Background: an optimization exercise with open tools, aiming at a short achievable clock period. Do not read the settings as production practice. In this exercise RTL edits were held to simulation tests only and were not proved equivalent to the original. No driver is modelled on the clock port, so clock power and skew are understated where the tree is cut down; a real chip needs a root buffer or a tree. Power figures rest on the tool's default switching activity, not on a simulated workload.

### config.mk
export PLATFORM = sky130hd
export DESIGN_NAME = mc_fifo
export DESIGN_NICKNAME = mc_fifo
export VERILOG_FILES = /design/flow/design.v
export SDC_FILE = /design/flow/constraint.sdc
export NUM_CORES = 4
export LEC_CHECK = 0
export ABC_CLOCK_PERIOD_IN_PS = 1500
export CAP_MARGIN = 20
export CORE_MARGIN = 2
export CORE_UTILIZATION = 65
export SETUP_SLACK_MARGIN = 2.8
export SLEW_MARGIN = 20
### constraint.sdc
create_clock -name core_clock -period 4.3 [get_ports {clock}]
set_input_delay 0.8600 -clock core_clock [delete_from_list [all_inputs] [get_ports {clock}]]
set_output_delay 0.8600 -clock core_clock [all_outputs]
set_load 0.01 [all_outputs]
### design.v
module mc_fifo #(
    parameter int NUM_CHANNELS      = 4,
    parameter int BUFFER_SIZE       = 16,
    parameter int DATA_WIDTH        = 32,
    parameter int ALMOST_FULL_LEVEL = 14,
    localparam int LEVEL_WIDTH      = $clog2(BUFFER_SIZE + 1)
) (
    input  logic                                clock,
    input  logic                                rst_n,
    input  logic [NUM_CHANNELS*DATA_WIDTH-1:0]  data_in,
    input  logic [NUM_CHANNELS-1:0]             data_in_valid,
    output logic [NUM_CHANNELS-1:0]             data_in_full,
    output logic [NUM_CHANNELS-1:0]             data_in_almost_full,
    output logic [NUM_CHANNELS*DATA_WIDTH-1:0]  data_out,
    output logic [NUM_CHANNELS-1:0]             data_out_valid,
    input  logic [NUM_CHANNELS-1:0]             data_out_ack,
    input  logic [NUM_CHANNELS-1:0]             flush,
    output logic [NUM_CHANNELS*LEVEL_WIDTH-1:0] level,
    output logic [NUM_CHANNELS-1:0]             overflow
);
    localparam logic [LEVEL_WIDTH-1:0] LVL_FULL = LEVEL_WIDTH'(BUFFER_SIZE);
    for (genvar c = 0; c < NUM_CHANNELS; c++) begin : g_ch
        logic [BUFFER_SIZE*DATA_WIDTH-1:0] mem;
        logic [DATA_WIDTH-1:0]  din;
        logic [LEVEL_WIDTH-1:0] lvl_q;
        logic [BUFFER_SIZE:0]   oh_q;      
        logic                   full_q;
        logic                   afull_q;
        logic                   valid_q;
        logic                   ovf_q;
        assign din = data_in[c*DATA_WIDTH +: DATA_WIDTH];
        logic [LEVEL_WIDTH-1:0]       nlvl_q;
        logic [LEVEL_WIDTH-1:0]       lvl_cur;
        logic [3:0]                   up_c;     
        logic [3:0]                   dn_c;     
        logic [4*(BUFFER_SIZE+1)-1:0] oh_c;     
        logic [4*LEVEL_WIDTH-1:0]     lvl_c;
        logic [3:0]                   full_c;
        logic [3:0]                   afull_c;
        logic [3:0]                   valid_c;
        logic [1:0]                   op;
        assign op = {data_in_valid[c], data_out_ack[c]};
        assign up_c = {oh_q[0],           ~oh_q[BUFFER_SIZE], 1'b0,     1'b0};
        assign dn_c = {oh_q[BUFFER_SIZE], 1'b0,               ~oh_q[0], 1'b0};
        assign lvl_cur = ~nlvl_q;
        logic [BUFFER_SIZE:0]   oh_up, oh_dn;
        logic [LEVEL_WIDTH-1:0] lv_up, lv_dn, lv_hd;
        logic                   fl_up, fl_hd, af_up, af_dn, af_hd, vl_dn, vl_hd;
        assign oh_up = {oh_q[BUFFER_SIZE-1:0], 1'b0};
        assign oh_dn = {1'b0, oh_q[BUFFER_SIZE:1]};
        always_comb begin
            for (int b = 0; b < LEVEL_WIDTH - 1; b++) begin
                lv_up[b] = 1'b0;
                lv_dn[b] = 1'b0;
                lv_hd[b] = 1'b0;
                for (int i = 0; i <= BUFFER_SIZE; i++)
                    if (i[b]) begin
                        lv_up[b] = lv_up[b] | oh_up[i];
                        lv_dn[b] = lv_dn[b] | oh_dn[i];
                        lv_hd[b] = lv_hd[b] | oh_q[i];
                    end
            end
        end
        assign lv_up[LEVEL_WIDTH-1] = &lvl_cur[LEVEL_WIDTH-2:0];
        assign lv_dn[LEVEL_WIDTH-1] = 1'b0;
        assign lv_hd[LEVEL_WIDTH-1] = lvl_cur[LEVEL_WIDTH-1];
        assign fl_up = oh_up[BUFFER_SIZE];
        assign fl_hd = lvl_cur == LVL_FULL;
        assign af_up = |oh_up[BUFFER_SIZE:ALMOST_FULL_LEVEL];
        assign af_dn = |oh_dn[BUFFER_SIZE:ALMOST_FULL_LEVEL];
        assign af_hd = |oh_q[BUFFER_SIZE:ALMOST_FULL_LEVEL];
        assign vl_dn = ~oh_dn[0];
        assign vl_hd = ~oh_q[0];
        always_comb begin
            for (int k = 0; k < 4; k++) begin
                if (up_c[k]) begin
                    oh_c[k*(BUFFER_SIZE+1) +: BUFFER_SIZE+1] = oh_up;
                    lvl_c[k*LEVEL_WIDTH +: LEVEL_WIDTH]      = lv_up;
                    full_c[k]  = fl_up;
                    afull_c[k] = af_up;
                    valid_c[k] = 1'b1;
                end else if (dn_c[k]) begin
                    oh_c[k*(BUFFER_SIZE+1) +: BUFFER_SIZE+1] = oh_dn;
                    lvl_c[k*LEVEL_WIDTH +: LEVEL_WIDTH]      = lv_dn;
                    full_c[k]  = 1'b0;
                    afull_c[k] = af_dn;
                    valid_c[k] = vl_dn;
                end else begin
                    oh_c[k*(BUFFER_SIZE+1) +: BUFFER_SIZE+1] = oh_q;
                    lvl_c[k*LEVEL_WIDTH +: LEVEL_WIDTH]      = lv_hd;
                    full_c[k]  = fl_hd;
                    afull_c[k] = af_hd;
                    valid_c[k] = vl_hd;
                end
            end
        end
        always_ff @(posedge clock or negedge rst_n) begin
            if (!rst_n) begin
                lvl_q   <= '0;
                nlvl_q  <= '1;
                oh_q    <= {{BUFFER_SIZE{1'b0}}, 1'b1};
                full_q  <= 1'b0;
                afull_q <= 1'b0;
                valid_q <= 1'b0;
                ovf_q   <= 1'b0;
            end else if (flush[c]) begin
                lvl_q   <= '0;
                nlvl_q  <= '1;
                oh_q    <= {{BUFFER_SIZE{1'b0}}, 1'b1};
                full_q  <= 1'b0;
                afull_q <= 1'b0;
                valid_q <= 1'b0;
                ovf_q   <= 1'b0;
            end else begin
                lvl_q   <= lvl_c[op*LEVEL_WIDTH +: LEVEL_WIDTH];
                nlvl_q  <= ~lvl_c[op*LEVEL_WIDTH +: LEVEL_WIDTH];
                oh_q    <= oh_c[op*(BUFFER_SIZE+1) +: BUFFER_SIZE+1];
                full_q  <= full_c[op];
                afull_q <= afull_c[op];
                valid_q <= valid_c[op];
                if (data_in_valid[c] && oh_q[BUFFER_SIZE])
                    ovf_q <= 1'b1;
            end
        end
        logic                   ack_r;
        logic [BUFFER_SIZE-1:1] wr_r;
        logic [DATA_WIDTH-1:0]  din_r;
        logic [DATA_WIDTH-1:0]  ent1;
        always_ff @(posedge clock) begin
            ack_r <= data_out_ack[c];
            for (int i = 1; i < BUFFER_SIZE; i++)
                wr_r[i] <= data_in_valid[c] & (data_out_ack[c] ? oh_q[i+1] : oh_q[i]);
            din_r <= din;
        end
        assign ent1 = wr_r[1] ? din_r
                              : (ack_r ? mem[2*DATA_WIDTH +: DATA_WIDTH] : mem[DATA_WIDTH +: DATA_WIDTH]);
        always_ff @(posedge clock or negedge rst_n) begin
            if (!rst_n)
                mem[0 +: DATA_WIDTH] <= '0;
            else if (flush[c])
                mem[0 +: DATA_WIDTH] <= '0;
            else if (data_out_ack[c])
                mem[0 +: DATA_WIDTH] <= (oh_q[0] | oh_q[1]) ? (data_in_valid[c] ? din : '0) : ent1;
            else if (data_in_valid[c] && oh_q[0])
                mem[0 +: DATA_WIDTH] <= din;
        end
        for (genvar i = 1; i < BUFFER_SIZE; i++) begin : g_ent
            if (i < BUFFER_SIZE - 1) begin : g_mid
                always_ff @(posedge clock) begin
                    if (wr_r[i])
                        mem[i*DATA_WIDTH +: DATA_WIDTH] <= din_r;
                    else if (ack_r)
                        mem[i*DATA_WIDTH +: DATA_WIDTH] <= mem[(i+1)*DATA_WIDTH +: DATA_WIDTH];
                end
            end else begin : g_last
                always_ff @(posedge clock) begin
                    if (wr_r[i])
                        mem[i*DATA_WIDTH +: DATA_WIDTH] <= din_r;
                end
            end
        end
        assign data_out[c*DATA_WIDTH +: DATA_WIDTH]  = mem[0 +: DATA_WIDTH];
        assign level[c*LEVEL_WIDTH +: LEVEL_WIDTH]   = lvl_q;
        assign data_in_full[c]                       = full_q;
        assign data_in_almost_full[c]                = afull_q;
        assign data_out_valid[c]                     = valid_q;
        assign overflow[c]                           = ovf_q;
    end
endmodule
### flow/run.sh
#!/bin/bash
# Standard ORFS layout with three additions:
#  - flow/io.tcl: each channel's ports on one edge of the die, data_in and
#    data_out bits interleaved;
#  - flow/pull_outputs.tcl (before detailed placement): output registers and
#    their port buffers moved next to their pins;
#  - flow/post_cts.tcl (after CTS): the top of the clock tree rebuilt as four
#    inverters fed by the clock port.
# make's output goes to make.log; each ORFS step writes its own log under
# orfs/logs/.
set -euo pipefail
W=$(pwd)
bash standard.sh \
  "IO_CONSTRAINTS=$W/flow/io.tcl" \
  "PLACE_PINS_ARGS=-min_distance 5" \
  "PRE_DETAIL_PLACE_TCL=$W/flow/pull_outputs.tcl" \
  "CTS_ARGS=-sink_clustering_enable -repair_clock_nets -sink_clustering_size 20 -sink_clustering_max_diameter 100" \
  SKIP_CTS_REPAIR_TIMING=1 \
  "POST_CTS_TCL=$W/flow/post_cts.tcl" \
  finish > make.log 2>&1
### flow/io.tcl
# Pin placement: each channel's ports share one edge of the die, data_in and
# data_out bits interleaved and the control ports in the middle, so the
# head register of each bit can sit next to both of its pins.
set_io_pin_constraint -region left:* -group -order -pin_names {{data_in[0]} {data_out[0]} {data_in[1]} {data_out[1]} {data_in[2]} {data_out[2]} {data_in[3]} {data_out[3]} {data_in[4]} {data_out[4]} {data_in[5]} {data_out[5]} {data_in[6]} {data_out[6]} {data_in[7]} {data_out[7]} {data_in[8]} {data_out[8]} {data_in[9]} {data_out[9]} {data_in[10]} {data_out[10]} {data_in[11]} {data_out[11]} {data_in[12]} {data_out[12]} {data_in[13]} {data_out[13]} {data_in[14]} {data_out[14]} {data_in[15]} {data_out[15]} {data_in_valid[0]} {data_out_ack[0]} {flush[0]} {data_in_full[0]} {data_in_almost_full[0]} {data_out_valid[0]} {overflow[0]} {level[0]} {level[1]} {level[2]} {level[3]} {level[4]} {clock} {rst_n} {data_in[16]} {data_out[16]} {data_in[17]} {data_out[17]} {data_in[18]} {data_out[18]} {data_in[19]} {data_out[19]} {data_in[20]} {data_out[20]} {data_in[21]} {data_out[21]} {data_in[22]} {data_out[22]} {data_in[23]} {data_out[23]} {data_in[24]} {data_out[24]} {data_in[25]} {data_out[25]} {data_in[26]} {data_out[26]} {data_in[27]} {data_out[27]} {data_in[28]} {data_out[28]} {data_in[29]} {data_out[29]} {data_in[30]} {data_out[30]} {data_in[31]} {data_out[31]}}
set_io_pin_constraint -region top:* -group -order -pin_names {{data_in[32]} {data_out[32]} {data_in[33]} {data_out[33]} {data_in[34]} {data_out[34]} {data_in[35]} {data_out[35]} {data_in[36]} {data_out[36]} {data_in[37]} {data_out[37]} {data_in[38]} {data_out[38]} {data_in[39]} {data_out[39]} {data_in[40]} {data_out[40]} {data_in[41]} {data_out[41]} {data_in[42]} {data_out[42]} {data_in[43]} {data_out[43]} {data_in[44]} {data_out[44]} {data_in[45]} {data_out[45]} {data_in[46]} {data_out[46]} {data_in[47]} {data_out[47]} {data_in_valid[1]} {data_out_ack[1]} {flush[1]} {data_in_full[1]} {data_in_almost_full[1]} {data_out_valid[1]} {overflow[1]} {level[5]} {level[6]} {level[7]} {level[8]} {level[9]} {data_in[48]} {data_out[48]} {data_in[49]} {data_out[49]} {data_in[50]} {data_out[50]} {data_in[51]} {data_out[51]} {data_in[52]} {data_out[52]} {data_in[53]} {data_out[53]} {data_in[54]} {data_out[54]} {data_in[55]} {data_out[55]} {data_in[56]} {data_out[56]} {data_in[57]} {data_out[57]} {data_in[58]} {data_out[58]} {data_in[59]} {data_out[59]} {data_in[60]} {data_out[60]} {data_in[61]} {data_out[61]} {data_in[62]} {data_out[62]} {data_in[63]} {data_out[63]}}
set_io_pin_constraint -region right:* -group -order -pin_names {{data_in[64]} {data_out[64]} {data_in[65]} {data_out[65]} {data_in[66]} {data_out[66]} {data_in[67]} {data_out[67]} {data_in[68]} {data_out[68]} {data_in[69]} {data_out[69]} {data_in[70]} {data_out[70]} {data_in[71]} {data_out[71]} {data_in[72]} {data_out[72]} {data_in[73]} {data_out[73]} {data_in[74]} {data_out[74]} {data_in[75]} {data_out[75]} {data_in[76]} {data_out[76]} {data_in[77]} {data_out[77]} {data_in[78]} {data_out[78]} {data_in[79]} {data_out[79]} {data_in_valid[2]} {data_out_ack[2]} {flush[2]} {data_in_full[2]} {data_in_almost_full[2]} {data_out_valid[2]} {overflow[2]} {level[10]} {level[11]} {level[12]} {level[13]} {level[14]} {data_in[80]} {data_out[80]} {data_in[81]} {data_out[81]} {data_in[82]} {data_out[82]} {data_in[83]} {data_out[83]} {data_in[84]} {data_out[84]} {data_in[85]} {data_out[85]} {data_in[86]} {data_out[86]} {data_in[87]} {data_out[87]} {data_in[88]} {data_out[88]} {data_in[89]} {data_out[89]} {data_in[90]} {data_out[90]} {data_in[91]} {data_out[91]} {data_in[92]} {data_out[92]} {data_in[93]} {data_out[93]} {data_in[94]} {data_out[94]} {data_in[95]} {data_out[95]}}
set_io_pin_constraint -region bottom:* -group -order -pin_names {{data_in[96]} {data_out[96]} {data_in[97]} {data_out[97]} {data_in[98]} {data_out[98]} {data_in[99]} {data_out[99]} {data_in[100]} {data_out[100]} {data_in[101]} {data_out[101]} {data_in[102]} {data_out[102]} {data_in[103]} {data_out[103]} {data_in[104]} {data_out[104]} {data_in[105]} {data_out[105]} {data_in[106]} {data_out[106]} {data_in[107]} {data_out[107]} {data_in[108]} {data_out[108]} {data_in[109]} {data_out[109]} {data_in[110]} {data_out[110]} {data_in[111]} {data_out[111]} {data_in_valid[3]} {data_out_ack[3]} {flush[3]} {data_in_full[3]} {data_in_almost_full[3]} {data_out_valid[3]} {overflow[3]} {level[15]} {level[16]} {level[17]} {level[18]} {level[19]} {data_in[112]} {data_out[112]} {data_in[113]} {data_out[113]} {data_in[114]} {data_out[114]} {data_in[115]} {data_out[115]} {data_in[116]} {data_out[116]} {data_in[117]} {data_out[117]} {data_in[118]} {data_out[118]} {data_in[119]} {data_out[119]} {data_in[120]} {data_out[120]} {data_in[121]} {data_out[121]} {data_in[122]} {data_out[122]} {data_in[123]} {data_out[123]} {data_in[124]} {data_out[124]} {data_in[125]} {data_out[125]} {data_in[126]} {data_out[126]} {data_in[127]} {data_out[127]}}
### flow/post_cts.tcl
# Runs inside ORFS's cts.tcl after clock_tree_synthesis (CTS repair timing is
# skipped there). Replaces the top of the clock tree with four inverters (inv_16) fed by
# the clock port, each driving the leaf buffers of one quadrant (the leaves
# become inverting buffers, so every register sees the true clock), then does
# the timing repair cts.tcl would have done.
set NTOP 4
set TOPCELL sky130_fd_sc_hd__inv_16
set LEAFCELL sky130_fd_sc_hd__bufinv_16
source [file join [file dirname [info script]] rework.tcl]
detailed_placement
estimate_parasitics -placement
set_propagated_clock [all_clocks]
report_clock_latency
repair_timing_helper
detailed_placement
check_placement -verbose
estimate_parasitics -placement
report_clock_latency
report_worst_slack -max
### flow/pull_outputs.tcl
# Runs before detailed placement: moves each output port's buffer next to its
# pin, and the register that drives the buffer (with the single-load cells of
# its D-side logic) just inside it, so the register-to-output
# wires are short. Detailed placement then legalizes the moved cells.
set block [ord::get_db_block]
if {![info exists ::PULL_DEPTH]} { set ::PULL_DEPTH 3 }
set core [$block getCoreArea]
set cx0 [$core xMin]; set cy0 [$core yMin]; set cx1 [$core xMax]; set cy1 [$core yMax]
set die [$block getDieArea]
proc drv_of {net} {
  if {$net == "NULL"} { return "NULL" }
  foreach it [$net getITerms] { if {[$it isOutputSignal]} { return [$it getInst] } }
  return "NULL"
}
proc nloads {net} {
  set n 0
  foreach it [$net getITerms] { if {[$it isInputSignal]} { incr n } }
  return [expr {$n + [llength [$net getBTerms]]}]
}
proc put {inst x y} {
  if {[$inst getPlacementStatus] == "FIRM" || [$inst getPlacementStatus] == "LOCKED"} { return }
  $inst setLocation [expr {int($x)}] [expr {int($y)}]
  $inst setPlacementStatus PLACED
}
set moved 0
foreach bt [$block getBTerms] {
  if {[$bt getIoType] != "OUTPUT"} continue
  set bp [lindex [$bt getBPins] 0]
  set bb [$bp getBBox]
  set px [expr {([$bb xMin] + [$bb xMax]) / 2}]
  set py [expr {([$bb yMin] + [$bb yMax]) / 2}]
  # inward direction and clamp into core
  if {[$bb xMin] <= [$die xMin]} { set dx 1; set dy 0 } elseif {[$bb xMax] >= [$die xMax]} { set dx -1; set dy 0 } elseif {[$bb yMin] <= [$die yMin]} { set dx 0; set dy 1 } else { set dx 0; set dy -1 }
  set bx [expr {min(max($px, $cx0), $cx1 - 10000)}]
  set by [expr {min(max($py, $cy0), $cy1 - 3000)}]
  if {$dx == 1} { set bx $cx0 } elseif {$dx == -1} { set bx [expr {$cx1 - 6000}] }
  if {$dy == 1} { set by $cy0 } elseif {$dy == -1} { set by [expr {$cy1 - 2720}] }
  set buf [drv_of [$bt getNet]]
  if {$buf == "NULL"} continue
  set a [$buf findITerm A]
  if {$a == "NULL"} continue
  set ff [drv_of [$a getNet]]
  if {$ff == "NULL" || ![string match "*df*" [[$ff getMaster] getName]]} continue
  put $buf $bx $by
  put $ff [expr {$bx + $dx * 8000}] [expr {$by + $dy * 8160}]
  # Bring along the cells of the register's D-side cone that feed only
  # that cone (single-load outputs), up to PULL_DEPTH levels, each level a
  # little further inside.
  set front [list $ff]
  for {set lvl 1} {$lvl <= $::PULL_DEPTH} {incr lvl} {
    set next {}
    foreach cell $front {
      foreach it [$cell getITerms] {
        if {![$it isInputSignal]} continue
        set n [$it getNet]
        if {$n == "NULL" || [$n getSigType] == "CLOCK" || [$n getSigType] == "POWER" || [$n getSigType] == "GROUND"} continue
        set m [drv_of $n]
        if {$m == "NULL" || [nloads $n] != 1} continue
        if {[string match "*df*" [[$m getMaster] getName]]} continue
        put $m [expr {$bx + $dx * (8000 + 6000 * $lvl)}] [expr {$by + $dy * (8160 + 5440 * $lvl)}]
        lappend next $m
      }
    }
    set front $next
  }
  incr moved
}
puts "PULL moved $moved output registers"
### flow/rework.tcl
# Rebuild the top of the clock tree: the clock port drives NTOP clkbuf_16
# buffers (one per region of the die), each of which drives the CTS leaf
# buffers of its region directly. Leaf buffers are those whose output net
# reaches a register clock pin.
if {![info exists NTOP]} { set NTOP 4 }
if {![info exists TOPCELL]} { set TOPCELL sky130_fd_sc_hd__clkbuf_16 }
if {![info exists LEAFCELL]} { set LEAFCELL "" }
proc outpin {inst} { set o [$inst findITerm X]; if {$o == "NULL"} { set o [$inst findITerm Y] }; return $o }
set block [ord::get_db_block]
set cnet [$block findNet clock]
set master [[ord::get_db] findMaster $TOPCELL]
# find clock buffers
set leaves {}
set upper {}
foreach inst [$block getInsts] {
  set m [[$inst getMaster] getName]
  if {![string match "sky130_fd_sc_hd__clkbuf*" $m] && ![string match "sky130_fd_sc_hd__clkinv*" $m] && ![string match "sky130_fd_sc_hd__inv*" $m] && ![string match "sky130_fd_sc_hd__buf*" $m]} continue
  set out [$inst findITerm X]
  if {$out == "NULL"} { set out [$inst findITerm Y] }
  if {$out == "NULL"} continue
  set onet [$out getNet]
  if {$onet == "NULL"} {
    # dummy load without output: belongs to upper tree if input on clock net
    continue
  }
  if {[$onet getSigType] != "CLOCK"} continue
  set isleaf 0
  foreach it [$onet getITerms] {
    if {[$it isInputSignal] && [[$it getInst] isBlock] == 0} {
      set mm [[[$it getInst] getMaster] getName]
      if {[string match "*df*" $mm]} { set isleaf 1; break }
    }
  }
  if {$isleaf} { lappend leaves $inst } else { lappend upper $inst }
}
puts "REWORK leaves [llength $leaves] upper [llength $upper]"
# remove upper-tree buffers and any cell hanging on their nets other than leaves
set leafnames {}
foreach l $leaves { dict set leafnames [$l getName] 1 }
set kill {}
foreach u $upper {
  lappend kill $u
}
# nets of upper tree: clock + outputs of upper
set unets [list $cnet]
foreach u $upper {
  set out [$u findITerm X]; if {$out == "NULL"} { set out [$u findITerm Y] }
  lappend unets [$out getNet]
}
foreach n $unets {
  foreach it [$n getITerms] {
    set i [$it getInst]
    if {[dict exists $leafnames [$i getName]]} continue
    if {[lsearch -exact $kill $i] < 0} { lappend kill $i }
  }
}
foreach i $kill {
  foreach it [$i getITerms] {
    set n [$it getNet]
    if {$n != "NULL" && ![$it isInputSignal]} { $it disconnect; if {$n != $cnet && [llength [$n getITerms]] == 0 && [llength [$n getBTerms]] == 0} { } }
    $it disconnect
  }
  puts "REWORK kill [$i getName] [[$i getMaster] getName]"
  odb::dbInst_destroy $i
}
foreach n $unets { if {$n != $cnet} { odb::dbNet_destroy $n } }
# group leaves: split by x then y median into NTOP groups (NTOP = 1, 2 or 4)
proc cx {i} { set b [$i getBBox]; return [expr {([$b xMin]+[$b xMax])/2}] }
proc cy {i} { set b [$i getBBox]; return [expr {([$b yMin]+[$b yMax])/2}] }
proc split_by {lst key} {
  set s [lsort -integer -index 0 [lmap i $lst {list [$key $i] $i}]]
  set h [expr {[llength $s]/2}]
  return [list [lmap p [lrange $s 0 [expr {$h-1}]] {lindex $p 1}] [lmap p [lrange $s $h end] {lindex $p 1}]]
}
set groups [list $leaves]
if {$NTOP >= 2} { set groups [split_by $leaves cx] }
if {$NTOP >= 4} {
  set g2 {}
  foreach g $groups { foreach h [split_by $g cy] { lappend g2 $h } }
  set groups $g2
}
set k 0
foreach g $groups {
  set sx 0; set sy 0
  foreach l $g { incr sx [cx $l]; incr sy [cy $l] }
  set x [expr {$sx / [llength $g]}]; set y [expr {$sy / [llength $g]}]
  set name "clkbuf_top_${k}_clock"
  set b [odb::dbInst_create $block $master $name]
  $b setLocation [expr {$x - 3000}] $y
  $b setPlacementStatus PLACED
  set onet [odb::dbNet_create $block "clknet_top_${k}_clock"]
  $onet setSigType CLOCK
  [$b findITerm A] connect $cnet
  [outpin $b] connect $onet
  foreach l $g { set a [$l findITerm A]; $a disconnect; $a connect $onet }
  puts "REWORK top $name at $x $y drives [llength $g]"
  incr k
}
if {$LEAFCELL != ""} {
  set lm [[ord::get_db] findMaster $LEAFCELL]
  set k 0
  foreach l $leaves {
    set in [[$l findITerm A] getNet]; set out [[outpin $l] getNet]
    set loc [$l getLocation]
    foreach it [$l getITerms] { $it disconnect }
    set nm [$l getName]
    odb::dbInst_destroy $l
    set n [odb::dbInst_create $block $lm $nm]
    $n setLocation [lindex $loc 0] [lindex $loc 1]
    $n setPlacementStatus PLACED
    [$n findITerm A] connect $in
    [outpin $n] connect $out
  }
  puts "REWORK leaves now $LEAFCELL"
}
### standard.sh
#!/bin/bash
# synth_recipe.tcl (not shown) runs the flow's synth.tcl, then flattens the netlist and writes it again
# the make line also repeats each setting of config.mk as NAME=value (left out here)
make -C /OpenROAD-flow-scripts/flow DESIGN_CONFIG=/design/flow/config.mk WORK_HOME=/design/flow/orfs CLKGATE_MAP_FILE= SYNTH_SCRIPT=/design/flow/synth_recipe.tcl "${@:-finish}"
==> results of run 1 <==
## synth_stat cells, types with 8 or more instances
| cell type | n |
|---|---|
| mux2_1 | 20 |
| a22oi_1 | 132 |
| or2_2 | 55 |
| nor2_1 | 120 |
| dfxtp_1 | 320 |
| dfrtp_1 | 228 |
| or2_1 | 8 |
| nand3_1 | 13 |
| a21o_1 | 9 |
| nand2_1 | 375 |
| a31oi_1 | 13 |
| mux2i_1 | 237 |
| inv_1 | 13 |
| inv_2 | 10 |
| nand2b_1 | 21 |
| and2_1 | 21 |
| a221oi_1 | 18 |
| a21oi_1 | 112 |
| a211oi_1 | 50 |
| mux2_2 | 1689 |
| and3_1 | 8 |
| o21ai_0 | 128 |
| buf_4 | 153 |
| o21ai_1 | 178 |
| nor3_1 | 23 |
| nor2b_1 | 44 |
| nand4_1 | 8 |
| buf_1 | 23 |
| clkbuf_1 | 486 |
| nor4_1 | 22 |
| dfstp_2 | 24 |
| buf_2 | 75 |
| edfxtp_1 | 1792 |
| o211ai_1 | 17 |
## logic make-up after synthesis
| group | share of synthesized area, % |
|---|---|
| AOI/OAI and AO/OA | 4.493 |
| muxes | 21.72 |
| and+or+nand+nor | 3.369 |
| DFF | 66.87 |
| adders and majority gates | 0.01006 |
| buffers and inverters | 3.542 |
==> run notes, run 1 <==
status did not finish; Last stage I/O pin placement (3_2_place_iop); Error [ERROR PPL-0024] Number of IO pins (306) exceeds maximum number of available positions (302). Increase the die perimeter from 1581.24um to 1664.64um.; Die Y between 300 and 400 um; Syn Nets 6665; Synth Cell Area around 100000 sq um; Starting Density about 65%; Syn. warnings 13; Post-Syn Area per Cell between 15 and 20 sq um; ys async rst share about a tenth; Area contributors post-synth edfxtp_1, mux2_2, dfxtp_1; Seq/Total Area, Yosys between 60% and 70%; #FFs+latches synth approximately 2400; Yosys top cell by area edfxtp_1; die width 395.3 um; Syn Inst Count around 6500; number of synthesized flops with an enable pin approximately 1800; Unique masters post-synth 74; Rows roughly 140; post-synth top area share a little over half; Top FF cell, synth edfxtp_1
==> run 2, diff against run 1 <==
--- a/flow/run.sh
+++ b/flow/run.sh
@@ -14,3 +14,3 @@
   "IO_CONSTRAINTS=$W/flow/io.tcl" \
-  "PLACE_PINS_ARGS=-min_distance 5" \
+  "PLACE_PINS_ARGS=-min_distance 4" \
   "PRE_DETAIL_PLACE_TCL=$W/flow/pull_outputs.tcl" \
==> run 2 against run 1 <==
Compared with the run above: the run now finishes clean; synthesized cell count stayed put; area after synthesis did not move.
==> run notes, run 2 <==
Rows 143 (unchanged); RSZ-0062 raised after global routing yes; clock skew approximately 0.026 ns; nets 7042; Syn Inst Count 6523 (unchanged); critical path cell sequence or4_4 > nor4b_4 > a211o_1 > a21oi_2; Yosys top cell by area edfxtp_1; Worst slew margin a little under half; pwr dens 423.2 nW/um^2; crit share post-route 44.66%; GP Congestion between 0.8 and 0.9; dpl hpwl ~130 mm; Peak supply drop approximately 0.47 mV; Unique masters post-synth 74 (unchanged); Area contributors post-synth edfxtp_1, mux2_2, dfxtp_1; Pwr Total 0.04941 W; I/O pin cnt approximately 310; Clock Latency Late Sink approximately 0.4 ns; leakage around 42 nW; Post-synth top cells edfxtp_1, mux2_2, clkbuf_1; crit path DAT roughly 2.2 ns; Total Neg Setup Slack 0 ns; Final Hold Viols 0; ys async rst share 10.66% (unchanged); detailed-router iteration count before antenna repair 5; Buffers on Ports just over 300; Iter 0 DRT Violations about 5300; post-synth top area share 54.06% (unchanged); final wirelength approximately 240 mm; initial antenna violation count 2; commonest non-fill, non-tap cell in the layout edfxtp_1; WHS 0.4760 ns; Max Cap Viol 0; Peak Freq around 0.52 GHz; die width 395.3 um (unchanged); #FFs+latches synth 2364 (unchanged); Slew Limit Fails 0; Synth Cell Area 99530 sq um (unchanged); commonest non-fill, non-tap cells in the layout edfxtp_1, mux2_2, buf_4, nand2_1, dfxtp_1; number of synthesized flops with an enable pin 1792 (unchanged); Starting Density 65.45% (unchanged); post-detailed-route count of antenna-violating nets 0; CP required ~4.6 ns; Syn. warnings 13 (unchanged); DR vias approximately 58000; share of layout cells above drive strength 1 48.99%; setup ws final 2.380 ns; largest registers g_ch.mem: 2048 flops, g_ch.din_r: 128 flops, g_ch.oh_q: 68 flops; Seq/Total Area, Yosys 66.87% (unchanged); DRC 0; CP max-delay cell or4_4; wire length per cell 26.30 um; Die Y 395.3 um (unchanged); status finished clean; detail-routed via count per cell roughly 6.4; Core Footprint about 150000 sq um; Top reg by flops g_ch.mem; global-route wire length before repair 353.8 mm; Crit Path Max Fanout 2; GRT Resource Usage Total roughly 29%; max reg flops a little over 2000; Syn Nets 6665 (unchanged); Hold WC Path Type primary input to async pin; Num Clock Sinks between 2000 and 2500; # setup viols final 0; clock slew at the register clock pins of the worst setup and hold paths 0.08 ns; Die ar. between 150000 and 200000 sq um; Worst setup SP type flip-flop; top-count cell post-synth edfxtp_1; largest net degree at the start of global routing roughly 110; vias in the first global route slightly below 60000; Top FF cell, synth edfxtp_1; Critical Path Max Stage Delay approximately 0.57 ns; Post-Syn Area per Cell 15.26 sq um (unchanged); Setup Crit Path Kind flip-flop to flip-flop; pre-CTS WS ~1.0 ns; Critical Path Sink Type flip-flop; actual slew at the worst max-slew pin 0.8123 ns; area grow syn2layout 17.32%; GR Overflow Total 0; Final Critical Period 1.920 ns
## run 2: cell counts after synthesis
No cell type changed its count.
## run 2: through the flow
stage               std cells  area [sq um]  utilization, %
finish                   9021        116800           76.78
global route             9020        116800           76.78
detailed placement       8228        103300           67.91
global placement         8228        103300           67.91
floorplan                6523        101000               -
## run 2: worst paths after layout
kind,startpoint,to,slack [ns],depth (start not counted)
setup reg to reg,g_ch[2].oh_q[15]$_DFFE_PN0P_,g_ch[2].lvl_q[0]$_DFF_PN0_,2.38,4
max in group asynchronous,rst_n,g_ch[2].oh_q[0]$_DFFE_PN1P_,2.88,2
setup / recovery,g_ch[2].oh_q[15]$_DFFE_PN0P_,g_ch[2].lvl_q[0]$_DFF_PN0_,2.38,4
hold reg to reg,g_ch[0].mem[12]$_DFFE_PN0P_,g_ch[0].mem[12]$_DFFE_PN0P_,0.49,2
hold / removal,rst_n,g_ch[0].lvl_q[2]$_DFF_PN0_,0.48,1
min in group core_clock,g_ch[0].mem[12]$_DFFE_PN0P_,g_ch[0].mem[12]$_DFFE_PN0P_,0.49,2
## run 2: cell type report, clock buffers not listed
type,count,area (sq um)
timing repair buffer,920,9882
sequential,2364,66810
clock inverter,1,16.27
multi-input combinational,3468,33390
inverter,146,3787
antenna,2,5.005
tap,2030,2540
fill,8664,35320
## run 2: where the power goes
group	internal [W]	total [W]	leakage (nW)	switching, W
Clock	0.00804	0.0149	1.83	0.00686
Combinational	0.00318	0.00623	16.6	0.00306
Sequential	0.0271	0.0283	23.5	0.00117
Total	0.0383	0.0494	41.9	0.0111
## run 2: per-layer routing
metal | global-route usage, % | share of wire [%]
met2 | 47.38 | 48
met1 | 39.93 | 41
met3 | 5.549 | 7.5
met5 | 0.3387 | 0.036
met4 | 8.596 | 3.8
## run 2: logic make-up after synthesis
group | Yosys count | synth area share, %
multiplexers | 1946 | 21.72
adder cells (fa/ha/maj) | 1 | 0.01006
AO/OA/AOI/OAI | 720 | 4.493
flip-flops | 2364 | 66.87
buffers and inverters | 761 | 3.542
AND/OR/NAND/NOR | 731 | 3.369
## run 2: critical path, delay by kind of cell (launching register included)
kind,cells,cell delay [ns]
AO/OA/AOI/OAI,2,0.41
flip-flops,1,0.51
AND/OR/NAND/NOR,2,0.85
==> run 3, diff against run 2 <==
--- a/flow/run.sh
+++ b/flow/run.sh
@@ -14,3 +14,3 @@
   "IO_CONSTRAINTS=$W/flow/io.tcl" \
-  "PLACE_PINS_ARGS=-min_distance 4" \
+  "PLACE_PINS_ARGS=-min_distance 5" \
   "PRE_DETAIL_PLACE_TCL=$W/flow/pull_outputs.tcl" \
--- a/config.mk
+++ b/config.mk
@@ -7,6 +7,6 @@
 export LEC_CHECK = 0
-export ABC_CLOCK_PERIOD_IN_PS = 1500
+export ABC_CLOCK_PERIOD_IN_PS = 600
 export CAP_MARGIN = 20
 export CORE_MARGIN = 2
-export CORE_UTILIZATION = 65
+export CORE_UTILIZATION = 55
 export SETUP_SLACK_MARGIN = 2.8
==> run 3 against run 2 <==
Compared with the run above: still clean on timing, DRC and antenna; register-to-register slack improved by 0.05 ns; via count decreased by 1.9%; cell count is 4.0% higher; area after synthesis stayed put; sequential power hardly changed; design area up 0.59%; wire length grew 3.7%; critical path type is now primary input to flip-flop; critical endpoint is now g_ch[0].lvl_q[2]$_DFF_PN0_; largest cell class unchanged; highest routed layer unchanged.
==> run notes, run 3 <==
CP Buf/Inv Count 1 (+1); mux cell area share after synthesis 21.72% (unchanged); FF-to-FF End g_ch[0].lvl_q[2]$_DFF_PN0_; DR vias 56480 (-1.9%); Sequential Power Share 56.9% (-0.3 points); top-count cell post-synth edfxtp_1; DRC 0 (unchanged); Fillers 12890 (+49%); area grow syn2layout 18.01%; multi-input logic area 33280 sq um (-0.34%); final wirelength 246.0 mm (+3.7%); Syn Inst Count 6523 (unchanged); Clock Latency Late Sink 0.40 ns (about the same); Post-Synth XOR/XNOR Area 0% (unchanged); post-detailed-route count of antenna-violating nets 0 (unchanged); Buffers on Ports 305 (unchanged); wire length per cell 26.22 um (-0.34%); Slew Limit Fails 0 (unchanged); Hold WC Path Type primary input to async pin; vias in the first global route 57030 (-1.6%); P_sw 0.01124 W (+1.4%); Peak supply drop 0.4579 mV (-3.1%); ys async rst share 10.66% (unchanged); Top delay family on crit path simple AND/OR/NAND/NOR gates; #FFs+latches synth 2364 (unchanged); crit path DAT 2.18 ns (about the same); Unique masters post-synth 74 (unchanged); Rows 156 (+9.1%); Yosys top cell by area edfxtp_1; Critical Path Max Stage Delay 0.33 ns (-0.24 ns); design area 117500 sq um (+0.59%); CP max-delay cell nor2b_4; Comb power frac 12.9% (+0.3 points); I/O pin cnt 306 (unchanged); Compound-Gate Fraction of Synth Area 4.493% (unchanged); worst setup path startpoint data_out_ack[0]; detail-routed via count per cell 6.018 (-5.7%); dpl hpwl 139.3 mm (+8.6%); share of layout cells above drive strength 1 48.60% (-0.40 points); Reg2Reg Setup Slack 2.43 ns (+0.05 ns); Synth Area in Simple Gates 3.369% (unchanged); Worst path depth 6 (+2); clock slew at the register clock pins of the worst setup and hold paths 0.09 ns (about the same); Die Y 429.4 um (+8.6%); detailed-router iteration count before antenna repair 6 (+1); actual slew at the worst max-slew pin 0.8984 ns (+0.08610 ns); combinational family with the most area after synthesis multiplexers; leakage 42.16 nW (+0.61%); Max Cap Viol 0 (unchanged); Synth Cell Area 99530 sq um (unchanged); Switching Fraction 22.65% (+0.22 points); RSZ-0062 raised after global routing yes; worst r2r path cells 6 (+2); Worst setup SP type primary input; commonest non-fill, non-tap cell in the layout edfxtp_1; Syn Nets 6665 (unchanged); CP required 4.60 ns (+0.04 ns); largest net degree at the start of global routing 92 (-16%); max reg flops 2048 (unchanged); Die ar. 184400 sq um (+18%); Iter 0 DRT Violations 4566 (-15%); Crit Path Max Fanout 18 (+16); Setup Crit Path Kind primary input to flip-flop; R2R Path Start g_ch[0].oh_q[0]$_DFFE_PN1P_; GR Overflow Total 0 (unchanged); Final Hold Viols 0 (unchanged); Critical Path Sink Type flip-flop; commonest non-fill, non-tap cells in the layout edfxtp_1, mux2_2, nand2_1, buf_4, dfxtp_1; Top reg by flops g_ch.mem; Starting Density 55.19% (-10 points); Layout Cells excl Fill 9385 (+4.0%); post-synth top area share 54.06% (unchanged); Area contributors post-synth edfxtp_1, mux2_2, dfxtp_1; crit share post-route 43.66% (-1.0 points); Num Clock Sinks 2364 (unchanged); # setup viols final 0 (unchanged); Core Footprint 180400 sq um (+19%); initial antenna violation count 4 (+2); critical path cell sequence buf_16 > nor2b_4 > a32oi_2 > o22ai_2 > nand3_2 > and3_4; Worst slew margin 39.47% (-6.3 points); Pint 0.03838 W (+0.13%); Final Critical Period 1.877 ns (-0.04285 ns); Post-DP Area 103700 sq um (+0.38%); adder-cell share of the synthesized area 0.01006% (unchanged); GRT Resource Usage Total 25.53% (-3.5 points); Setup crit end g_ch[0].lvl_q[2]$_DFF_PN0_; nets 7066 (+0.34%); Seq/Total Area, Yosys 66.87% (unchanged); Peak Freq 0.5327 GHz (+2.3%); Post-Syn Area per Cell 15.26 sq um (unchanged); Total Neg Setup Slack 0 ns (unchanged); number of synthesized flops with an enable pin 1792 (unchanged); die width 429.4 um (+8.6%); clock share of power 30.2% (about the same); status finished clean; FF+latch area 66780 sq um (about the same); global-route wire length before repair 364.1 mm (+2.9%); Top FF cell, synth edfxtp_1; clock skew 0.02593 ns (-0.0003587 ns); largest registers g_ch.mem: 2048 flops, g_ch.din_r: 128 flops, g_ch.oh_q: 68 flops; pwr dens 422.4 nW/um^2 (-0.18%); Syn. warnings 13 (unchanged); Post-synth top cells edfxtp_1, mux2_2, clkbuf_1; placed cell count 8570 (+4.2%); GP Congestion 0.8432 (-0.87%)
## run 3: cell counts after synthesis
No cell type changed its count.
## run 3: stage by stage
step | power, W | util (%) | hold slack [ns] | setup slack, ns
finish | 0.04962 | 65.13 | 0.3563 | 2.423
global route | 0.05137 | 65.12 | 0.3613 | 2.420
detailed placement | 0.03354 | 57.48 | 0.4744 | 0.7656
global placement | 0.03331 | 57.48 | 0.4663 | 1.047
floorplan | 0.03189 | - | 0.4568 | 2.452
## run 3: per-layer routing
layer	global-route usage, %	part of all wire (%)	vias up
met1	35.44	42	29160
met2	40.96	47	1792
li1	-	-	25020
met3	4.908	6.6	497
met5	0.6245	0.14	-
met4	7.654	3.7	6
## run 3: area by class of cell, clock buffers not listed
cell class	count	area share (%)
sequential	2364	56.85
multi-input combinational	3473	28.33
timing repair buffer	935	8.714
inverter	146	3.229
tap	2370	2.525
timing repair inverter	4	0.04474
clock inverter	1	0.01385
antenna	4	0.008522
## run 3: how the worst min path moves through the flow
| stage | to | start | slack (ns) |
|---|---|---|---|
| finish | g_ch[0].full_q$_DFF_PN0_ | rst_n | 0.36 |
| global route | g_ch[0].lvl_q[3]$_DFF_PN0_ | rst_n | 0.36 |
| detailed placement | g_ch[0].mem[21]$_DFFE_PN0P_ | g_ch[0].mem[21]$_DFFE_PN0P_ | 0.47 |
| global placement | g_ch[2].mem[4]$_DFFE_PN0P_ | g_ch[2].mem[4]$_DFFE_PN0P_ | 0.47 |
| floorplan | g_ch[0].mem[0]$_DFFE_PN0P_ | g_ch[0].mem[0]$_DFFE_PN0P_ | 0.46 |
## run 3: power by group through the flow
stage / sequential [W] / clock (W) / combinational, W
after floorplan: 0.0280 / 0 / 0.00387
after global placement: 0.0288 / 0 / 0.00452
after detailed placement: 0.0288 / 0 / 0.00475
after global routing: 0.0285 / 0.0161 / 0.00678
final: 0.0282 / 0.0150 / 0.00638
## run 3: worst register-to-register path, stage by stage (launching register included)
cell     delay [ns]
dfstp_4        0.53
buf_6          0.16
nor2b_4        0.27
a32oi_2        0.26
o22ai_2        0.24
nand3_2        0.12
and3_4         0.20
## run 3: cells by family after synthesis
family	count (synthesis)
buffers and inverters	761
flip-flops	2364
multiplexers	1946
AO/OA/AOI/OAI	720
AND/OR/NAND/NOR	731
adder cells (fa/ha/maj)	1
==> run 4, diff against run 3 <==
--- a/flow/pull_outputs.tcl
+++ b/flow/pull_outputs.tcl
@@ -3,5 +3,8 @@
 # its D-side logic) just inside it, so the register-to-output
-# wires are short. Detailed placement then legalizes the moved cells.
+# wires are short, and makes each port buffer a buf_6. Detailed placement
+# then legalizes the moved cells.
 set block [ord::get_db_block]
 if {![info exists ::PULL_DEPTH]} { set ::PULL_DEPTH 3 }
+if {![info exists ::OUT_BUF]} { set ::OUT_BUF sky130_fd_sc_hd__buf_6 }
+set ::OUT_BUF_MASTER [[ord::get_db] findMaster $::OUT_BUF]
 set core [$block getCoreArea]
@@ -43,2 +46,3 @@
   if {$ff == "NULL" || ![string match "*df*" [[$ff getMaster] getName]]} continue
+  if {[[$buf getMaster] getName] != $::OUT_BUF} { $buf swapMaster $::OUT_BUF_MASTER }
   put $buf $bx $by
--- a/config.mk
+++ b/config.mk
@@ -7,3 +7,3 @@
 export LEC_CHECK = 0
-export ABC_CLOCK_PERIOD_IN_PS = 600
+export ABC_CLOCK_PERIOD_IN_PS = 1500
 export CAP_MARGIN = 20
==> run 4 against run 3 <==
Compared with the run above: sequential share of layout area down 0.31 points; register-to-register slack improved by 0.03 ns; clock skew decreased by 0.0046 ns; total power up 0.21%; design area up 0.55%; area after synthesis unchanged; worst hold slack lost 0.0059 ns; largest power group unchanged; flip-flop and latch count is the same; still clean; wire length down 0.33%.
==> run notes, run 4 <==
DRC 0 (unchanged); Buffers on Ports 305 (unchanged); post-detailed-route count of antenna-violating nets 0 (unchanged); wire length per cell 26.28 um (+0.25%); Syn Inst Count 6523 (unchanged); global-route wire length before repair 367.6 mm (+0.95%); Die Y 429.4 um (unchanged); Peak supply drop 0.4715 mV (+3.0%); share of layout cells above drive strength 1 49.24% (+0.64 points); clock skew 0.02133 ns (-0.004595 ns); Synth Cell Area 99530 sq um (unchanged); Syn Nets 6665 (unchanged); crit path DAT 2.19 ns (about the same); actual slew at the worst max-slew pin 0.9221 ns (+0.02363 ns); dpl hpwl 139.5 mm (+0.16%); Post-DP Area 103900 sq um (+0.20%); Slew Limit Fails 0 (unchanged); Crit Path Max Fanout 2 (-16); max reg flops 2048 (unchanged); pre-CTS WS 0.7415 ns (-0.02412 ns); status finished clean; #FFs+latches synth 2364 (unchanged); Area contributors post-synth edfxtp_1, mux2_2, dfxtp_1; detail-routed via count per cell 6.030 (+0.20%); crit share post-route 42.88% (-0.77 points); leakage 42.05 nW (-0.26%); CP Buf/Inv Count 0 (-1); Setup Crit Path Kind flip-flop to flip-flop; Rows 156 (unchanged); Iter 0 DRT Violations 4595 (+0.64%); Post-synth top cells edfxtp_1, mux2_2, clkbuf_1; Num Clock Sinks 2364 (unchanged); nets 7021 (-0.64%); top-count cell post-synth edfxtp_1; Critical Path Sink Type flip-flop; Top reg by flops g_ch.mem; # setup viols final 0 (unchanged); Starting Density 55.19% (unchanged); worst setup path startpoint g_ch[2].oh_q[15]$_DFFE_PN0P_; die width 429.4 um (unchanged); WHS 0.3504 ns (-0.005875 ns); Pwr Total 0.04972 W (+0.21%); Peak Freq 0.5423 GHz (+1.8%); vias in the first global route 56970 (-0.12%); CP max-delay cell or4_4; Die ar. 184400 sq um (unchanged); detailed-router iteration count before antenna repair 6 (unchanged); final wirelength 245.2 mm (-0.33%); Clock Latency Late Sink 0.40 ns (about the same); pwr dens 421.0 nW/um^2 (-0.34%); largest net degree at the start of global routing 92 (unchanged); design area 118100 sq um (+0.55%); R2R Path Start g_ch[2].oh_q[15]$_DFFE_PN0P_; Yosys top cell by area edfxtp_1; CP required 4.65 ns (+0.05 ns); ys async rst share 10.66% (unchanged); GRT Resource Usage Total 25.89% (+0.36 points); I/O pin cnt 306 (unchanged); number of synthesized flops with an enable pin 1792 (unchanged); area grow syn2layout 18.66%; Total Neg Setup Slack 0 ns (unchanged); Core Footprint 180400 sq um (unchanged); DR vias 56260 (-0.38%); commonest non-fill, non-tap cells in the layout edfxtp_1, mux2_2, nand2_1, buf_4, buf_6; Worst setup SP type flip-flop; Top delay family on crit path simple AND/OR/NAND/NOR gates; largest registers g_ch.mem: 2048 flops, g_ch.din_r: 128 flops, g_ch.oh_q: 68 flops; GR Overflow Total 0 (unchanged); critical path cell sequence or4_4 > nor4b_4 > nand2_1 > o311ai_4 > a21o_1; Hold WC Path Type primary input to async pin; Seq/Total Area, Yosys 66.87% (unchanged); initial antenna violation count 5 (+1); Final Hold Viols 0 (unchanged); Post-Syn Area per Cell 15.26 sq um (unchanged); clock slew at the register clock pins of the worst setup and hold paths 0.09 ns (about the same); Final Critical Period 1.844 ns (-0.03330 ns); Unique masters post-synth 74 (unchanged); RSZ-0062 raised after global routing yes; Critical Path Max Stage Delay 0.51 ns (+0.18 ns); GP Congestion 0.8432 (unchanged); Worst slew margin 37.88% (-1.6 points); post-synth top area share 54.06% (unchanged); Top FF cell, synth edfxtp_1; commonest non-fill, non-tap cell in the layout edfxtp_1; setup ws final 2.456 ns (+0.03330 ns); Max Cap Viol 0 (unchanged); Syn. warnings 13 (unchanged)
[run 4: cell counts after synthesis]
No cell type changed its count.
[run 4: cells by family (layout without fill, tap and decap cells)]
logic type,Yosys count,count (layout),synth area share (%)
buffers and inverters,761,1135,3.542
AOI/OAI and AO/OA,720,720,4.493
DFF,2364,2364,66.87
muxes,1946,1946,21.72
and+or+nand+nor,731,794,3.369
adders and majority gates,1,1,0.01006
other,0,1,0
[run 4: final timing paths]
check,to,slack [ns],depth (start not counted)
min in group core_clock,g_ch[2].mem[21]$_DFFE_PN0P_,0.51,2
min,g_ch[0].lvl_q[3]$_DFF_PN0_,0.35,1
max in group asynchronous,g_ch[3].oh_q[15]$_DFFE_PN0P_,3.01,2
min reg2reg,g_ch[2].mem[21]$_DFFE_PN0P_,0.51,2
max,g_ch[2].nlvl_q[0]$_DFF_PN1_,2.46,5
max reg2reg,g_ch[2].nlvl_q[0]$_DFF_PN1_,2.46,5
[run 4: routing by layer]
layer	vias to the layer above	share of wire [%]	track usage (%)
met1	29160	43	36.22
met3	414	6.8	5.054
met5	-	0.063	0.5725
li1	24920	-	-
met2	1761	47	41.54
met4	4	3.2	6.927
[run 4: area by class of cell, clock buffers not listed]
cell class | count | area (sq um)
Sequential cell | 2364 | 66780
Clock inverter | 1 | 16.27
Timing Repair Buffer | 905 | 10830
Multi-Input combinational cell | 3461 | 33400
Inverter | 146 | 3791
Tap cell | 2370 | 2965
Fill cell | 12790 | 62250
Timing Repair inverter | 1 | 8.758
Antenna cell | 1 | 2.502
[run 4: through the flow]
stage | cells | utilization (%)
after floorplan | 6523 | -
after global placement | 8570 | 57.48
after detailed placement | 8570 | 57.59
after global routing | 9331 | 65.49
final | 9331 | 65.49
[run 4: worst register-to-register path: stages, from the launching register on]
cell and delay [ns]:
dfrtp_4 0.50, or4_4 0.51, nor4b_4 0.31, nand2_1 0.15, o311ai_4 0.15, a21o_1 0.18
[run 4: report_power, final]
| part | switching (W) | leakage, nW | internal [W] |
|---|---|---|---|
| Combinational | 0.00314 | 16.8 | 0.00334 |
| Clock | 0.00695 | 1.83 | 0.00801 |
| Sequential | 0.00116 | 23.5 | 0.0271 |
| Total | 0.0113 | 42.0 | 0.0385 |
==> run 5, diff against run 4 <==
--- a/config.mk
+++ b/config.mk
@@ -7,3 +7,2 @@
 export LEC_CHECK = 0
-export ABC_CLOCK_PERIOD_IN_PS = 1500
 export CAP_MARGIN = 20
@@ -11,3 +10,3 @@
 export CORE_UTILIZATION = 55
-export SETUP_SLACK_MARGIN = 2.8
+export SETUP_SLACK_MARGIN = 3.3
 export SLEW_MARGIN = 20
==> run 5 against run 4 <==
Compared with the run above: area after synthesis did not move; sequential share of layout area fell by 8.8 points; clock skew rose by 0.0050 ns; global-route usage rose by 5.6 points; maximum frequency fell by 6.2%; first-iteration DRC count rose by 30%.
==> run notes, run 5 <==
Reg2Reg Setup Slack 2.33 ns (-0.12 ns); GR Overflow Total 0 (unchanged); R2R Path Start g_ch[3].oh_q[13]$_DFFE_PN0P_; Rows 156 (unchanged); adder-cell share of the synthesized area 0.01006% (unchanged); commonest non-fill, non-tap cell in the layout edfxtp_1; initial antenna violation count 13 (+8); Pint 0.04086 W (+6.2%); worst r2r path cells 4 (-1); setup ws final 2.333 ns (-0.1228 ns); nets 7780 (+11%); ys async rst share 10.66% (unchanged); Seq/Total Area, Yosys 66.87% (unchanged); Iter 0 DRT Violations 5982 (+30%); crit path DAT 2.26 ns (+0.07 ns); Post-Synth XOR/XNOR Area 0% (unchanged); Compound-Gate Fraction of Synth Area 4.493% (unchanged); post-detailed-route count of antenna-violating nets 0 (unchanged); share of layout cells above drive strength 1 57.99% (+8.8 points); Core Footprint 180400 sq um (unchanged); clock skew 0.02631 ns (+0.004976 ns); global-route wire length before repair 433.1 mm (+18%); Syn. warnings 13 (unchanged); Critical Path Sink Type flip-flop; largest net degree at the start of global routing 65 (-29%); clock share of power 28.3% (-1.8 points); RSZ-0062 raised after global routing yes; Syn Inst Count 6523 (unchanged); Buffers on Ports 305 (unchanged); final wirelength 310.3 mm (+27%); Max Cap Viol 0 (unchanged); leakage 54.75 nW (+30%); clock slew at the register clock pins of the worst setup and hold paths 0.09 ns (about the same); DRC 0 (unchanged); Critical Path Max Stage Delay 0.56 ns (+0.05 ns); Fillers 9705 (-24%); Syn Nets 6665 (unchanged); GRT Resource Usage Total 31.47% (+5.6 points); critical path cell sequence nor4_4 > a221o_1 > nand4_1 > and2_1; Comb power frac 18.2% (+5.2 points); pwr dens 381.2 nW/um^2 (-9.5%); Worst slew margin 59.66% (+22 points); Switching Fraction 23.64% (+0.99 points); Peak supply drop 0.5286 mV (+12%); Die ar. 184400 sq um (unchanged); combinational family with the most area after synthesis multiplexers; Die Y 429.4 um (unchanged); die width 429.4 um (unchanged); Post-synth top cells edfxtp_1, mux2_2, clkbuf_1; commonest non-fill, non-tap cells in the layout edfxtp_1, mux2_4, buf_6, buf_12, nand2_1; Setup Crit Path Kind flip-flop to flip-flop; CP max-delay cell dfrtp_2; Synth Area in Simple Gates 3.369% (unchanged); post-synth top area share 54.06% (unchanged); detailed-router iteration count before antenna repair 6 (unchanged); wire length per cell 30.74 um (+17%); Clock Latency Late Sink 0.41 ns (about the same); Top FF cell, synth edfxtp_1; multi-input logic area 41660 sq um (+25%); DR vias 63090 (+12%); Post-Syn Area per Cell 15.26 sq um (unchanged); actual slew at the worst max-slew pin 0.6052 ns (-0.3169 ns); max reg flops 2048 (unchanged); number of synthesized flops with an enable pin 1792 (unchanged); WHS 0.3046 ns (-0.04581 ns); Yosys top cell by area edfxtp_1; area grow syn2layout 41.02%; Sequential Power Share 53.5% (-3.4 points); GP Congestion 0.8577 (+1.7%); Synth Cell Area 99530 sq um (unchanged); Total Neg Setup Slack 0 ns (unchanged); Final Critical Period 1.967 ns (+0.1228 ns); #FFs+latches synth 2364 (unchanged); vias in the first global route 62310 (+9.4%); Num Clock Sinks 2364 (unchanged); pre-CTS WS 0.7691 ns (+0.02763 ns); P_sw 0.01265 W (+12%); dpl hpwl 144.6 mm (+3.7%); Peak Freq 0.5084 GHz (-6.2%); largest registers g_ch.mem: 2048 flops, g_ch.din_r: 128 flops, g_ch.oh_q: 68 flops; Pwr Total 0.05350 W (+7.6%); crit share post-route 45.74% (+2.9 points); Hold WC Path Type primary input to async pin; status finished clean; detail-routed via count per cell 6.251 (+3.7%); FF+latch area 67050 sq um (+0.41%); Unique masters post-synth 74 (unchanged); Top reg by flops g_ch.mem; # setup viols final 0 (unchanged); Final Hold Viols 0 (unchanged); Area contributors post-synth edfxtp_1, mux2_2, dfxtp_1; FF-to-FF End g_ch[3].lvl_q[1]$_DFF_PN0_; Worst setup SP type flip-flop; mux cell area share after synthesis 21.72% (unchanged); top-count cell post-synth edfxtp_1; CP required 4.59 ns (-0.06 ns); Slew Limit Fails 0 (unchanged); Crit Path Max Fanout 10 (+8); I/O pin cnt 306 (unchanged); Starting Density 55.19% (unchanged)
[run 5: cell types whose count changed in the layout (fill, tap and decap cells not counted), moves of 75 or more]
cell             previous run  this run
mux2i_1                   225       142
buf_16                     40       219
buf_12                    110       383
dlygate4sd2_1               0        75
buf_6                     267       453
clkdlybuf4s50_1           128        13
dfxtp_2                    18       120
mux2_4                     10      1689
dfxtp_1                   266       129
mux2_2                   1687        11
[run 5: per-layer routing]
metal | GRT usage [%] | vias up | wire length [um]
met5 | 0 | - | 83
met4 | 10.34 | 12 | 12980
met3 | 6.363 | 689 | 24530
met2 | 51.24 | 2786 | 149500
met1 | 42.47 | 33000 | 123200
li1 | - | 26600 | -
[run 5: how the worst max path moves through the flow]
stage	start	endpoint	slack, ns	cells past startpoint
after floorplan	data_out_ack[0]	g_ch[0].nlvl_q[1]$_DFF_PN1_	2.45	7
after global routing	g_ch[2].oh_q[15]$_DFFE_PN0P_	g_ch[2].nlvl_q[0]$_DFF_PN1_	2.44	5
after global placement	data_in_valid[3]	g_ch[3].mem[30]$_DFFE_PN0P_	1.07	5
final	g_ch[3].oh_q[13]$_DFFE_PN0P_	g_ch[3].lvl_q[1]$_DFF_PN0_	2.33	4
after detailed placement	data_in_valid[3]	g_ch[3].nlvl_q[4]$_DFF_PN1_	0.77	6
[run 5: stage by stage]
step	util (%)	instance area (sq um)	instances
finish	77.83	140400	10090
floorplan	-	111800	6523
global route	77.82	140400	10090
detailed placement	61.08	110200	8566
global placement	60.96	110000	8566
[run 5: cells by family after synthesis]
group / count (synthesis)
buf+inv: 761
simple gates: 731
mux: 1946
fa+ha+maj: 1
flops: 2364
compound gates: 720
[run 5: area by class of cell, clock buffers not listed]
type	instances	area share (%)
antenna	5	0.008914
multi-input combinational	3519	29.68
inverter	146	2.722
tap	2370	2.113
sequential	2364	47.77
clock inverter	1	0.01159
timing repair buffer	1607	17.47
[run 5: worst max-delay path, delay by kind of cell, from the launching register on]
family,cells,cell delay [ns]
compound gates,1,0.22
flops,1,0.56
simple gates,3,1.07
[run 5: power by group through the flow]
| stage | sequential (W) | clock (W) | combinational [W] |
|---|---|---|---|
| floorplan | 0.0281 | 0 | 0.00539 |
| global route | 0.0288 | 0.0161 | 0.0101 |
| global placement | 0.0291 | 0 | 0.00545 |
| detailed placement | 0.0291 | 0 | 0.00569 |
| finish | 0.0286 | 0.0152 | 0.00974 |
==> run 6, diff against run 5 <==
--- a/config.mk
+++ b/config.mk
@@ -10,3 +10,3 @@
 export CORE_UTILIZATION = 55
-export SETUP_SLACK_MARGIN = 3.3
+export SETUP_SLACK_MARGIN = 2.55
 export SLEW_MARGIN = 20
==> run 6 against run 5 <==
Compared with the run above: critical path depth up 5; design area fell by 21%; clock skew barely moved; still clean; critical endpoint is now g_ch[3].mem[7]$_DFFE_PN0P_.
==> run notes, run 6 <==
Total Neg Setup Slack 0 ns (unchanged); status finished clean; Iter 0 DRT Violations 4214 (-30%); Final Hold Viols 0 (unchanged); Worst setup SP type primary input; Worst slew margin 42.20% (-17 points); Peak supply drop 0.4946 mV (-6.4%); RSZ-0062 raised after global routing yes; crit path DAT 2.12 ns (-0.14 ns); worst r2r path cells 7 (+3); #FFs+latches synth 2364 (unchanged); Fillers 13470 (+39%); area grow syn2layout 12.07%; global-route wire length before repair 347.5 mm (-20%); FF-to-FF End g_ch[3].mem[7]$_DFFE_PN0P_; die width 429.4 um (unchanged); Core Footprint 180400 sq um (unchanged); DR vias 54480 (-14%); Final Critical Period 1.830 ns (-0.1364 ns); Setup Crit Path Kind primary input to flip-flop; Synth Cell Area 99530 sq um (unchanged); detailed-router iteration count before antenna repair 6 (unchanged); Slew Limit Fails 0 (unchanged); largest registers g_ch.mem: 2048 flops, g_ch.din_r: 128 flops, g_ch.oh_q: 68 flops; commonest non-fill, non-tap cell in the layout edfxtp_1; clock slew at the register clock pins of the worst setup and hold paths 0.09 ns (about the same); # setup viols final 0 (unchanged); Clock Latency Late Sink 0.40 ns (about the same); R2R Path Start g_ch[3].oh_q[0]$_DFFE_PN1P_; Pwr Total 0.04869 W (-9.0%); Syn. warnings 13 (unchanged); ys async rst share 10.66% (unchanged); Peak Freq 0.5463 GHz (+7.5%); crit share post-route 42.57% (-3.2 points); Max Cap Viol 0 (unchanged); Seq/Total Area, Yosys 66.87% (unchanged); Unique masters post-synth 74 (unchanged); Die ar. 184400 sq um (unchanged); max reg flops 2048 (unchanged); post-detailed-route count of antenna-violating nets 0 (unchanged); Critical Path Sink Type flip-flop; commonest non-fill, non-tap cells in the layout edfxtp_1, mux2_2, nand2_1, dfxtp_1, buf_4; share of layout cells above drive strength 1 39.91% (-18 points); Top reg by flops g_ch.mem; nets 6736 (-13%); pwr dens 436.5 nW/um^2 (+15%); Crit Path Max Fanout 7 (-3); Post-synth top cells edfxtp_1, mux2_2, clkbuf_1; Top FF cell, synth edfxtp_1; GP Congestion 0.8434 (-1.7%); leakage 39.48 nW (-28%); initial antenna violation count 4 (-9); Die Y 429.4 um (unchanged); detail-routed via count per cell 6.017 (-3.7%); I/O pin cnt 306 (unchanged); wire length per cell 25.27 um (-18%); vias in the first global route 55340 (-11%); Area contributors post-synth edfxtp_1, mux2_2, dfxtp_1; Reg2Reg Setup Slack 2.49 ns (+0.16 ns); Syn Inst Count 6523 (unchanged); Rows 156 (unchanged); largest net degree at the start of global routing 88 (+35%); top-count cell post-synth edfxtp_1; number of synthesized flops with an enable pin 1792 (unchanged); Buffers on Ports 305 (unchanged); Num Clock Sinks 2364 (unchanged); Syn Nets 6665 (unchanged); DRC 0 (unchanged); post-synth top area share 54.06% (unchanged); GRT Resource Usage Total 24.14% (-7.3 points); final wirelength 228.8 mm (-26%); CP required 4.59 ns (about the same); clock skew 0.02589 ns (-0.0004188 ns); actual slew at the worst max-slew pin 0.8658 ns (+0.2606 ns); Yosys top cell by area edfxtp_1; GR Overflow Total 0 (unchanged); Post-Syn Area per Cell 15.26 sq um (unchanged); Starting Density 55.19% (unchanged); dpl hpwl 137.1 mm (-5.2%); Hold WC Path Type primary input to async pin
## run 6: cell counts after synthesis
No cell type changed its count.
## run 6: logic make-up after synthesis
kind of cell	synth area share, %
multiplexers	21.72
adder cells (fa/ha/maj)	0.01006
AND/OR/NAND/NOR	3.369
buffers and inverters	3.542
AO/OA/AOI/OAI	4.493
flip-flops	66.87
## run 6: how the worst max path moves through the flow
stage                                startpoint                    endpoint  slack (ns)
floorplan                       data_out_ack[0]  g_ch[0].lvl_q[2]$_DFF_PN0_        2.45
global placement               data_in_valid[0]  g_ch[0].mem[0]$_DFFE_PN0P_        1.17
detailed placement             data_in_valid[3]  g_ch[3].lvl_q[3]$_DFF_PN0_        0.62
global route        g_ch[3].mem[28]$_DFFE_PN0P_               data_out[124]        2.46
finish                          data_out_ack[3]  g_ch[3].mem[7]$_DFFE_PN0P_        2.47
## run 6: power by group
group | internal, W | total (W) | leakage (nW) | switching, W
Clock | 0.00804 | 0.0150 | 1.83 | 0.00692
Sequential | 0.0271 | 0.0282 | 23.5 | 0.00109
Combinational | 0.00277 | 0.00553 | 14.2 | 0.00276
## run 6: through the flow
stage               setup WS [ns]  cells  util [%]  hold slack, ns  cell area, sq um
global placement            1.172   8564     57.12          0.4667            103000
global route                2.460   9053     61.85          0.4983            111500
finish                      2.470   9054     61.85          0.4604            111500
detailed placement         0.6184   8564     57.24          0.5015            103200
floorplan                   2.447   6523         -          0.4568             99890
## run 6: layout make-up, clock buffers not listed
cell class | count | area (sq um) | area share [%]
inverter | 146 | 3752 | 3.364
clock inverter | 1 | 16.27 | 0.01458
multi-input combinational | 3433 | 30830 | 27.64
antenna | 2 | 5.005 | 0.004487
sequential | 2364 | 66660 | 59.76
timing repair buffer | 649 | 6982 | 6.259
tap | 2370 | 2965 | 2.658
## run 6: worst max-delay path: stages
cell	delay, ns
buf_12	0.11
buf_12	0.12
buf_12	0.12
a211oi_4	0.22
buf_12	0.15
or2_4	0.14
buf_12	0.13
buf_16	0.17
o21ai_2	0.07
## run 6: metal layers
metal  track usage, %  vias to the layer above  part of all wire, %
met5                0                        -                0.064
met4            6.159                        4                  3.0
met3            4.139                      369                  6.0
met2            38.90                     1561                   47
met1            34.19                    28220                   44
li1                 -                    24320                    -

-- re-timing with driven ports --
How much do the figures lean on ideal ports? The routed layouts below were timed once more, with nothing changed but the port constraints.
Step 1, drivers: a clkbuf_16 drives clock and a buf_2 each remaining input, both assumed.
Step 2 moves the port delays by t, midway between the first and last clock arrival at a register: inputs arrive t later, outputs are due t later. That takes back most of the time a late clock gives input paths.
a / b / c = ideal / step 1 / step 2; a / b = the first two.
run | shift t [ns] | setup WS [ns] | worst hold slack (ns) | worst setup path at the end
run 2 | 0.668 | 2.380 / 2.198 / 1.983 | 0.476 / 0.252 / 0.494 | input to register
run 3 | 0.679 | 2.423 / 2.185 / 1.897 | 0.356 / 0.135 / 0.488 | input to register
run 4 | 0.671 | 2.456 / 2.210 / 1.937 | 0.350 / 0.137 / 0.511 | input to register
run 5 | 0.687 | 2.333 / 2.155 / 1.937 | 0.305 / 0.338 / 0.514 | input to register
run 6 | 0.678 | 2.470 / 2.211 / 1.977 | 0.460 / 0.221 / 0.515 | input to register
After both steps every run listed still meets setup and hold. For run 3, which loses most, drivers alone change the setup slack by -0.238 ns; drivers and shift together by -0.526 ns.
